Source: an optimization exercise on an open RTL-to-GDS flow (aim: small area). Production flows keep margins and buffers that such runs may drop.
The RTL was checked by simulation tests, not by an equivalence proof against the original design.
No driver is modelled on the clock port, so clocking that relies on it looks cheaper here than on a real chip.
Power is estimated from default activity; no workload was simulated.

==> inputs of run a <==
Design rob_top, start of the top module:
module rob_top (
    input  logic        clk,
    input  logic        rst_n,
    input  logic        alloc_valid,
    input  rob_pkg::op_kind_t alloc_kind,
    input  rob_pkg::reg_idx_t alloc_dest,
    input  rob_pkg::store_size_t alloc_size,
    output rob_pkg::tag_t alloc_tag,
    output logic        full,
    output logic        empty,
    input  logic        cdb_valid,
    input  rob_pkg::tag_t cdb_tag,
    input  rob_pkg::word_t cdb_value,
    input  rob_pkg::word_t cdb_addr,
    input  logic        cdb_mispredict,
    input  rob_pkg::word_t cdb_target,
    input  rob_pkg::tag_t lookup_tag,
    output logic        lookup_ready,
    output rob_pkg::word_t lookup_value,
    output logic        commit_valid,
    output rob_pkg::reg_idx_t commit_rd,
    output rob_pkg::word_t commit_value,
    output rob_pkg::tag_t commit_tag,
    output logic        mem_req,
    output rob_pkg::word_t mem_addr,
    output rob_pkg::word_t mem_wdata,
    output logic [3:0]  mem_be,
    input  logic        mem_ack,
    output logic        flush,
    output rob_pkg::word_t redirect_pc
);
    rob_pkg::tag_t        head_tag;
    logic        retire;
    logic        head_ready;
    rob_pkg::op_kind_t    head_kind;
    rob_pkg::reg_idx_t    head_info;
    rob_pkg::word_t       head_value;
    rob_pkg::word_t       head_xaddr;
    logic        head_mispredict;
    logic [3:0]  store_be;
    rob_pkg::word_t       store_word;
    rob_pointers u_rob_pointers (
        .clk         (clk),
        .rst_n       (rst_n),
        .alloc_valid (alloc_valid),
        .retire      (retire),
        .flush       (flush),
        .alloc_tag   (alloc_tag),
        .head_tag    (head_tag),
        .full        (full),
        .empty       (empty)
    );
    rob_entries u_rob_entries (
        .clk             (clk),
        .rst_n           (rst_n),
        .alloc_valid     (alloc_valid),
        .alloc_tag       (alloc_tag),
        .alloc_kind      (alloc_kind),
        .alloc_dest      (alloc_dest),
        .alloc_size      (alloc_size),
  ...
==> module rob_entries, before the edit <==
module rob_entries (
    input  logic        clk,
    input  logic        rst_n,
    input  logic        alloc_valid,
    input  rob_pkg::tag_t alloc_tag,
    input  rob_pkg::op_kind_t alloc_kind,
    input  rob_pkg::reg_idx_t alloc_dest,
    input  rob_pkg::store_size_t alloc_size,
    input  logic        cdb_valid,
    input  rob_pkg::tag_t cdb_tag,
    input  rob_pkg::word_t cdb_value,
    input  rob_pkg::word_t cdb_addr,
    input  logic        cdb_mispredict,
    input  rob_pkg::word_t cdb_target,
    input  rob_pkg::tag_t lookup_tag,
    output logic        lookup_ready,
    output rob_pkg::word_t lookup_value,
    input  rob_pkg::tag_t head_tag,
    input  logic        retire,
    input  logic        flush,
    output logic        head_ready,
    output rob_pkg::op_kind_t head_kind,
    output rob_pkg::reg_idx_t head_info,      
    output rob_pkg::word_t head_value,
    output rob_pkg::word_t head_xaddr,     
    output logic        head_mispredict
);
    localparam int N = 32;
    logic [N-1:0] ready;
    rob_pkg::op_kind_t    kind  [N];
    rob_pkg::reg_idx_t    info  [N];
    rob_pkg::word_t       value [N];
    rob_pkg::word_t       xaddr [N];
    logic [N-1:0]         mispredict;
    logic [N-1:0] alloc_sel, cdb_sel, head_sel, lookup_sel;
    always_comb begin
        for (int i = 0; i < N; i++) begin
            alloc_sel[i]  = (int'(alloc_tag) == i);
            cdb_sel[i]    = (int'(cdb_tag) == i);
            head_sel[i]   = (int'(head_tag) == i);
            lookup_sel[i] = (int'(lookup_tag) == i);
        end
    end
    always_ff @(posedge clk or negedge rst_n) begin
        if (!rst_n) begin
            ready <= '0;
        end else begin
            for (int i = 0; i < N; i++) begin
                ready[i] <= !flush && !(retire && head_sel[i])
                            && (ready[i] || (cdb_valid && cdb_sel[i]));
            end
        end
    end
    logic cdb_is_store;
    always_comb begin
        cdb_is_store = 1'b0;
        for (int i = 0; i < N; i++) begin
            cdb_is_store = cdb_is_store | (cdb_sel[i] & (kind[i] == rob_pkg::OP_STORE));
        end
    end
    rob_pkg::reg_idx_t alloc_info;
    rob_pkg::word_t    cdb_xaddr;
    assign alloc_info = {alloc_dest[4:2],
                         (alloc_kind == rob_pkg::OP_STORE) ? alloc_size : alloc_dest[1:0]};
    assign cdb_xaddr  = cdb_is_store ? cdb_addr : cdb_target;
    always_ff @(posedge clk) begin
        for (int i = 0; i < N; i++) begin
            if (alloc_valid && alloc_sel[i]) begin
                kind[i] <= alloc_kind;
                info[i] <= alloc_info;
            end
            if (cdb_valid && cdb_sel[i]) begin
                value[i]      <= cdb_value;
                xaddr[i]      <= cdb_xaddr;
                mispredict[i] <= cdb_mispredict;
            end
        end
    end
    logic bypass_hit;
    assign bypass_hit = cdb_valid && (cdb_tag == lookup_tag);
    always_comb begin
        lookup_ready = bypass_hit;
        lookup_value = bypass_hit ? cdb_value : '0;
        for (int i = 0; i < N; i++) begin
            lookup_ready = lookup_ready | (lookup_sel[i] & ready[i]);
            lookup_value = lookup_value | ({32{lookup_sel[i] & !bypass_hit}} & value[i]);
        end
    end
    always_comb begin
        head_ready      = 1'b0;
        head_kind       = '0;
        head_info       = '0;
        head_value      = '0;
        head_xaddr      = '0;
        head_mispredict = 1'b0;
        for (int i = 0; i < N; i++) begin
            head_ready      = head_ready      | (head_sel[i] & ready[i]);
            head_kind       = head_kind       | ({2{head_sel[i]}} & kind[i]);
            head_info       = head_info       | ({5{head_sel[i]}} & info[i]);
            head_value      = head_value      | ({32{head_sel[i]}} & value[i]);
            head_xaddr      = head_xaddr      | ({32{head_sel[i]}} & xaddr[i]);
            head_mispredict = head_mispredict | (head_sel[i] & mispredict[i]);
        end
    end
endmodule
Settings: LEC_CHECK=0, CAP_MARGIN=20, CORE_MARGIN=2, CORE_UTILIZATION=55, PLACE_DENSITY=0.65, SLEW_MARGIN=20; clock period 10.0 ns.
standard.sh (not shown) runs the stock make flow with config.mk's settings and CLKGATE_MAP_FILE= SYNTH_SCRIPT=/design/flow/synth_recipe.tcl, a recipe that flattens the netlist after the stock synthesis.
==> flow/flow/run.sh <==
#!/bin/bash
# The standard layout, with a leaner clock tree (no dummy loads, larger sink
# clusters of clkbuf_8) and single-drive port buffers. make's full output
# goes to standard_make.log here; each ORFS step's log is under orfs/logs/.
set -euo pipefail
bash standard.sh \
  "CTS_ARGS=-sink_clustering_enable -repair_clock_nets -dont_use_dummy_load -buf_list sky130_fd_sc_hd__clkbuf_8 -sink_clustering_size 16 -sink_clustering_max_diameter 80" \
  "BUFFER_PORTS_ARGS=-buffer_cell sky130_fd_sc_hd__buf_1" \
  finish > standard_make.log 2>&1
==> run b: changes against run a <==
==> flow/flow/run.sh (replaced) <==
#!/bin/bash
# The standard layout, with a leaner clock tree (no dummy loads, larger sink
# clusters of clkbuf_16), single-drive port buffers, and an area recovery pass
# after clock tree synthesis (post_cts.tcl). make's full output goes to
# standard_make.log here; each ORFS step's log is under orfs/logs/.
set -euo pipefail
here=$(cd "$(dirname "$0")" && pwd)
bash standard.sh \
  "CTS_ARGS=-sink_clustering_enable -repair_clock_nets -dont_use_dummy_load -buf_list sky130_fd_sc_hd__clkbuf_16 -sink_clustering_size 25 -sink_clustering_max_diameter 80" \
  "BUFFER_PORTS_ARGS=-buffer_cell sky130_fd_sc_hd__buf_1" \
  "POST_CTS_TCL=$here/post_cts.tcl" \
  finish > standard_make.log 2>&1
==> flow/flow/post_cts.tcl (new file) <==
# After clock tree synthesis and its timing repair: give back area on paths
# with slack to spare, keeping a margin, then re-legalise the placement.
estimate_parasitics -placement
repair_timing -recover_power 100 -setup_margin 1.0
detailed_placement
check_placement -verbose
estimate_parasitics -placement
report_worst_slack
report_design_area
==> run c: changes against run a <==
--- a/flow/design.v
+++ b/flow/design.v
@@ -102,8 +102,15 @@
         if (!rst_n) begin
             ready <= '0;
+        end else if (flush) begin
+            ready <= '0;
         end else begin
             for (int i = 0; i < N; i++) begin
-                ready[i] <= !flush && !(retire && head_sel[i])
-                            && (ready[i] || (cdb_valid && cdb_sel[i]));
+                if (retire && head_sel[i]) begin
+                    ready[i] <= 1'b0;
+                end else if (cdb_valid && cdb_sel[i]) begin
+                    ready[i] <= 1'b1;
+                end else if (alloc_valid && alloc_sel[i]) begin
+                    ready[i] <= 1'b0;
+                end
             end
         end
==> flow/run.sh (new file) <==
#!/bin/bash
# synth_recipe.tcl (not shown) runs the flow's synth.tcl, then flattens the netlist and writes it again
# the make line also repeats each setting of config.mk as NAME=value (left out here)
make -C /OpenROAD-flow-scripts/flow DESIGN_CONFIG=/design/flow/config.mk WORK_HOME=/design/flow/orfs CLKGATE_MAP_FILE= SYNTH_SCRIPT=/design/flow/synth_recipe.tcl finish
Settings changed: CORE_UTILIZATION 55 to 40, PLACE_DENSITY 0.65 to 0.6.
removed: flow/flow/run.sh
removed: flow/standard.sh
==> results.tsv <==
metric	value	unit
status	finished clean	
fraction of area in multi-input gates	21.2	%
metal1 wirelength	130	mm
Clk. pwr	0.00505	W
met2 Use GR	64.8	%
TAP cells	2218	
DR WL met2	167	mm
final hold slack	0.573	ns
(the above is from run b)
==> results.tsv <==
metric	value	unit
worst hold path cell count	2	
status	finished clean	
Critical Path Source Type	flip-flop	
TAP cells	2218	
metal1 wirelength	130	mm
Top Consumer	sequential cells	
Clk. pwr	0.00450	W
clk slew on worst S/H paths	0.10	ns
fraction of area in multi-input gates	21.7	%
final hold slack	0.576	ns
initial antenna violation count	21	
(the above is from run a)
==> results.tsv <==
metric	value	unit
status	finished clean	
Clk. pwr	0.00894	W
sequential power	0.0114	W
worst path cell trace	clkdlybuf4s50_1 -> xnor2_1 -> and4_4 -> buf_4 -> nand2_2 -> buf_12 -> nand2_1 -> o2111ai_1 -> a221oi_1 -> nand3_1 -> clkdlybuf4s50_1	
final hold slack	0.563	ns
fraction of area in multi-input gates	20.5	%
Max Clk Rate	0.113	GHz
top sig layer	met5	
Biggest Area Class	registers	
vias per cell	7.38	
most common cell after layout, fill and taps aside	edfxtp_1	
total negative slack	0	ns
met2 Use GR	50.4	%
(the above is from run c)

==> re-timing with driven ports <==
The results above use ideal ports. As a check the final layouts listed here were re-extracted and re-timed, cells and wires unchanged. Step 1 (the two cells are an assumption about what drives the block):
set clk [get_ports {clk}]
set_driving_cell -lib_cell sky130_fd_sc_hd__clkbuf_16 $clk
set_driving_cell -lib_cell sky130_fd_sc_hd__buf_2 [delete_from_list [all_inputs] $clk]
Step 2, shift: input delay + t, output delay - t, t = (earliest + latest rising clock arrival at the registers) / 2. This alone moves slack from input paths to output paths. Slacks: no drivers / after step 1 / after step 2; pairs: no drivers / after step 1.
run | t (ns) | setup slack, ns | worst setup path at the end
run a | 1.067 | 1.665 / 1.583 / 1.757 | input to output
run b | 0.885 | 1.428 / 1.404 / 1.404 | input to output
run c | 0.974 | 1.183 / 1.145 / 1.145 | input to output
After both steps every run listed still meets setup and hold. The setup slack of run c, which loses most, moves by -0.038 ns with the drivers and by -0.038 ns with both steps.
